Background: an optimization exercise with open tools, aiming at small area, a short achievable clock period and few clock cycles per item. Do not read the settings as production practice. At most, simulation tests tie the RTL to the original design; equivalence was not proved. No activity file was given, so power comes from the tool's default toggle rates.

==> flow/design.v (excerpt) <==
module pkt_lkp_top
(
    input  logic      clk,
    input  logic      rst_i,
    input  logic      b2c_pkt_vld_i,
    input  logic      b2c_pkt_lkp_en_i,
    input  pkt_lkp_pkg::lkp_info_t b2c_pkt_lkp_info_i,
    input  pkt_lkp_pkg::odr_id_t   b2c_pkt_odr_id_i,
    input  logic      b2c_pkt_so_i,
    input  pkt_lkp_pkg::payload_t  b2c_pkt_payload_i,
    output logic      c2b_pkt_rdy_o,
    output logic      c2a_lkp_vld_o,
    output pkt_lkp_pkg::lkp_info_t c2a_lkp_info_o,
    output pkt_lkp_pkg::req_id_t   c2a_lkp_req_id_o,
    input  logic      a2c_lkp_rdy_i,
    input  logic      a2c_lkp_rsp_vld_i,
    input  pkt_lkp_pkg::req_id_t   a2c_lkp_rsp_id_i,
    input  pkt_lkp_pkg::lkp_info_t a2c_lkp_rslt_i,
    output logic      c2d_pkt_vld_o,
    output pkt_lkp_pkg::lkp_info_t c2d_pkt_lkp_rslt_o,
    output pkt_lkp_pkg::odr_id_t   c2d_pkt_odr_id_o,
    output logic      c2d_pkt_so_o,
    output pkt_lkp_pkg::payload_t  c2d_pkt_payload_o,
    input  logic      d2c_pkt_rdy_i
);
make LEC_CHECK=0 CAP_MARGIN=20 CORE_MARGIN=2 CORE_UTILIZATION=40 SETUP_SLACK_MARGIN=2.5 SLEW_MARGIN=20 TNS_END_PERCENT=100 finish   # period 4.0 ns
run.sh (not shown) runs the stock make flow with config.mk's settings and CLKGATE_MAP_FILE= SYNTH_SCRIPT=/design/flow/synth_recipe.tcl, a recipe that flattens the netlist after the stock synthesis.
The starting point passed the timing, design-rule and antenna checks.
Edit:
Settings changed: SETUP_SLACK_MARGIN 2.5 to unset, TNS_END_PERCENT 100 to unset.
Sequential power climbs by about 1%; clock power rose by about 2%; global-route usage shrinks by 3.4 points; total power came out lower by 5.9%.
Edit:
Settings changed: SETUP_SLACK_MARGIN set to 2.0, TNS_END_PERCENT set to 100.
After rerunning: Utilization goes up by 1.0 points; setup slack gains 730 ps; non-clock buffer count goes up by 39; total power goes up by a few percent; via count goes up by a few percent.
No functional check of the RTL was part of any run of this note.

---

Another version of the RTL of pkt_lkp_top (not shown whole).
Size: roughly 250 I/O pins, ~0.0035 mm2 of cells after synthesis.
clock: 4.0 ns
lec_check: 0
cap_margin: 20
core_margin: 2
core_utilization: 40
cts_cluster_diameter: 100
cts_cluster_size: 30
setup_slack_margin: 1.8
slew_margin: 20
tns_end_percent: 100
standard.sh (not shown) runs the stock make flow with config.mk's settings and CLKGATE_MAP_FILE= SYNTH_SCRIPT=/design/flow/synth_recipe.tcl, a recipe that flattens the netlist after the stock synthesis.
==> flow/flow/run.sh <==
#!/bin/bash
# Standard layout, with plain buffers on the ports and footprint-free resizing.
set -euo pipefail
bash standard.sh MATCH_CELL_FOOTPRINT=0 "BUFFER_PORTS_ARGS=-buffer_cell sky130_fd_sc_hd__buf_1" finish > make_finish.log 2>&1
The first run produced a clean layout.
Testbench counts at the start, summed over its fixed seeds: cycles 25,812, items 3,200.
Rerun with:
SETUP_SLACK_MARGIN = 2.1   (was 1.8)
Effect: Power goes up by 4.3%; worst hold slack hardly moves; global-route usage goes up by 1.2 points; count of clock-buffer cells in the layout goes down by 1; synthesized area stays the same; register-to-register slack gains 0.18 ns; via count goes up by 3.3%; synthesized cell count does not change; worst setup slack gains 0.049 ns; final cell count goes up by 0.95%; routed wire length goes up by 8.4%.
Rerun with:
SETUP_SLACK_MARGIN = 2.0   (was 2.1)
The changed run produced a clean layout.
Area after synthesis stays the same.
Utilization shrinks by 0.48 points.
Via count does not change.
Rerun with:
ABC_AREA = 1   (was not set)
After rerunning:
- The changed run finished with timing, DRC and antenna clean
- design area hardly moves
- cell count rises by 1.7%
- hold slack is worse by 0.014 ns
- routed wire length fell by 4.0%
- synthesized cell count rises by 4.9%
- core utilization fell by 1.9 points
- maximum frequency rises by 0.60%
- combinational power rose by about 5%

---

pkt_lkp_top, a different RTL version from the one above (not shown whole).
Size in the first run: ~350 cells after synthesis, roughly 91 flip-flops, roughly 3500 sq um of cells after synthesis.
export LEC_CHECK = 0
export CAP_MARGIN = 20
export CORE_MARGIN = 2
export CORE_UTILIZATION = 70
export CTS_CLUSTER_DIAMETER = 100
export CTS_CLUSTER_SIZE = 30
export SETUP_SLACK_MARGIN = 2.2
export SLEW_MARGIN = 20
export TNS_END_PERCENT = 100
create_clock -name core_clock -period 4.0 [get_ports {clk}]
Scripts as last shown in full above: flow/flow/run.sh
The baseline finished clean.
Testbench counts at the start, summed over its fixed seeds: cycles 29,004, items 3,200.
Rerun with:
==> flow/flow/run.sh (replaced) <==
#!/bin/bash
# Standard layout, with plain buffers on the ports, footprint-free resizing
# and a clock tree of large clusters.
set -euo pipefail
bash standard.sh MATCH_CELL_FOOTPRINT=0 "BUFFER_PORTS_ARGS=-buffer_cell sky130_fd_sc_hd__buf_1" \
  "CTS_ARGS=-sink_clustering_enable -repair_clock_nets -sink_clustering_size 100 -sink_clustering_max_diameter 500 -buf_list sky130_fd_sc_hd__clkbuf_16 -root_buf sky130_fd_sc_hd__clkbuf_16" \
  finish > make_finish.log 2>&1
- CORE_UTILIZATION: 70 -> 55
- non-clock buffer count drops by 4
- cell count climbs by 0.80%
- core utilization drops by 21 points
- clock power climbs by 16%
- worst setup slack improved by 0.047 ns
- global-route usage drops by 14 points
- clock-buffer cell count drops by 2
- clock skew climbs by 0.0035 ns
- register-to-register slack improved by 0.08 ns
- wire length drops by 23%
- via count drops by 10%
Rerun with:
==> flow/flow/run.sh (replaced) <==
#!/bin/bash
# Standard layout, with plain buffers on the ports and footprint-free resizing.
set -euo pipefail
bash standard.sh MATCH_CELL_FOOTPRINT=0 "BUFFER_PORTS_ARGS=-buffer_cell sky130_fd_sc_hd__buf_1" finish > make_finish.log 2>&1
- SETUP_SLACK_MARGIN: 2.2 -> 2.3
Outcome: The new run produced a clean layout. Total power drops by roughly a tenth. Cell area is about the same. Via count grows slightly. Worst hold slack is better by 0.0050 ns. Area after synthesis does not change. Sequential share of layout area goes up by 0.18 points. Combinational power is higher by a few percent.

==> afterwards: timing with drivers on the ports <==
Ports are ideal in the flow. The routed layouts listed here were re-timed in OpenROAD.
Step 1: set_driving_cell puts a clkbuf_16 on clk and a buf_2 on each other input, an assumption about the parent block.
Step 2 moves the port delays by t, midway between the first and last clock arrival at a register: inputs arrive t later, outputs are due t later. That takes back most of the time a late clock gives input paths.
Three values: ideal, step 1, step 2; two values: the first two.
| run | t (ns) | setup slack, ns | hold slack, ns | worst setup path at the end |
|---|---|---|---|---|
| the first run of note 1 | 0.639 | 1.516 / 1.465 / 1.529 | 0.429 / 0.425 / 0.610 | input to register |
| the second run of note 1 | 0.631 | 0.859 / 0.795 / 0.795 | 0.556 / 0.556 / 0.556 | input to output |
| the third run of note 1 | 0.635 | 1.591 / 1.554 / 1.435 | 0.441 / 0.415 / 0.487 | input to register |
| the first run of note 2 | 0.372 | 1.960 / 1.927 / 1.629 | 0.489 / 0.489 / 0.489 | input to register |
| the second run of note 2 | 0.372 | 2.009 / 1.980 / 1.796 | 0.490 / 0.490 / 0.490 | input to register |
| the third run of note 2 | 0.377 | 2.000 / 1.972 / 1.720 | 0.490 / 0.490 / 0.490 | input to register |
| the fourth run of note 2 | 0.371 | 2.012 / 1.984 / 1.880 | 0.476 / 0.476 / 0.476 | input to register |
| the first run of note 3 | 0.377 | 2.263 / 2.234 / 1.904 | 0.501 / 0.501 / 0.501 | input to register |
| the second run of note 3 | 0.353 | 2.310 / 2.279 / 1.975 | 0.477 / 0.477 / 0.477 | input to register |
| the third run of note 3 | 0.365 | 2.330 / 2.299 / 2.011 | 0.482 / 0.482 / 0.482 | input to register |
After both steps every run listed still meets setup and hold. For the first run of note 3, which loses most, drivers alone change the setup slack by -0.029 ns; drivers and shift together by -0.359 ns.
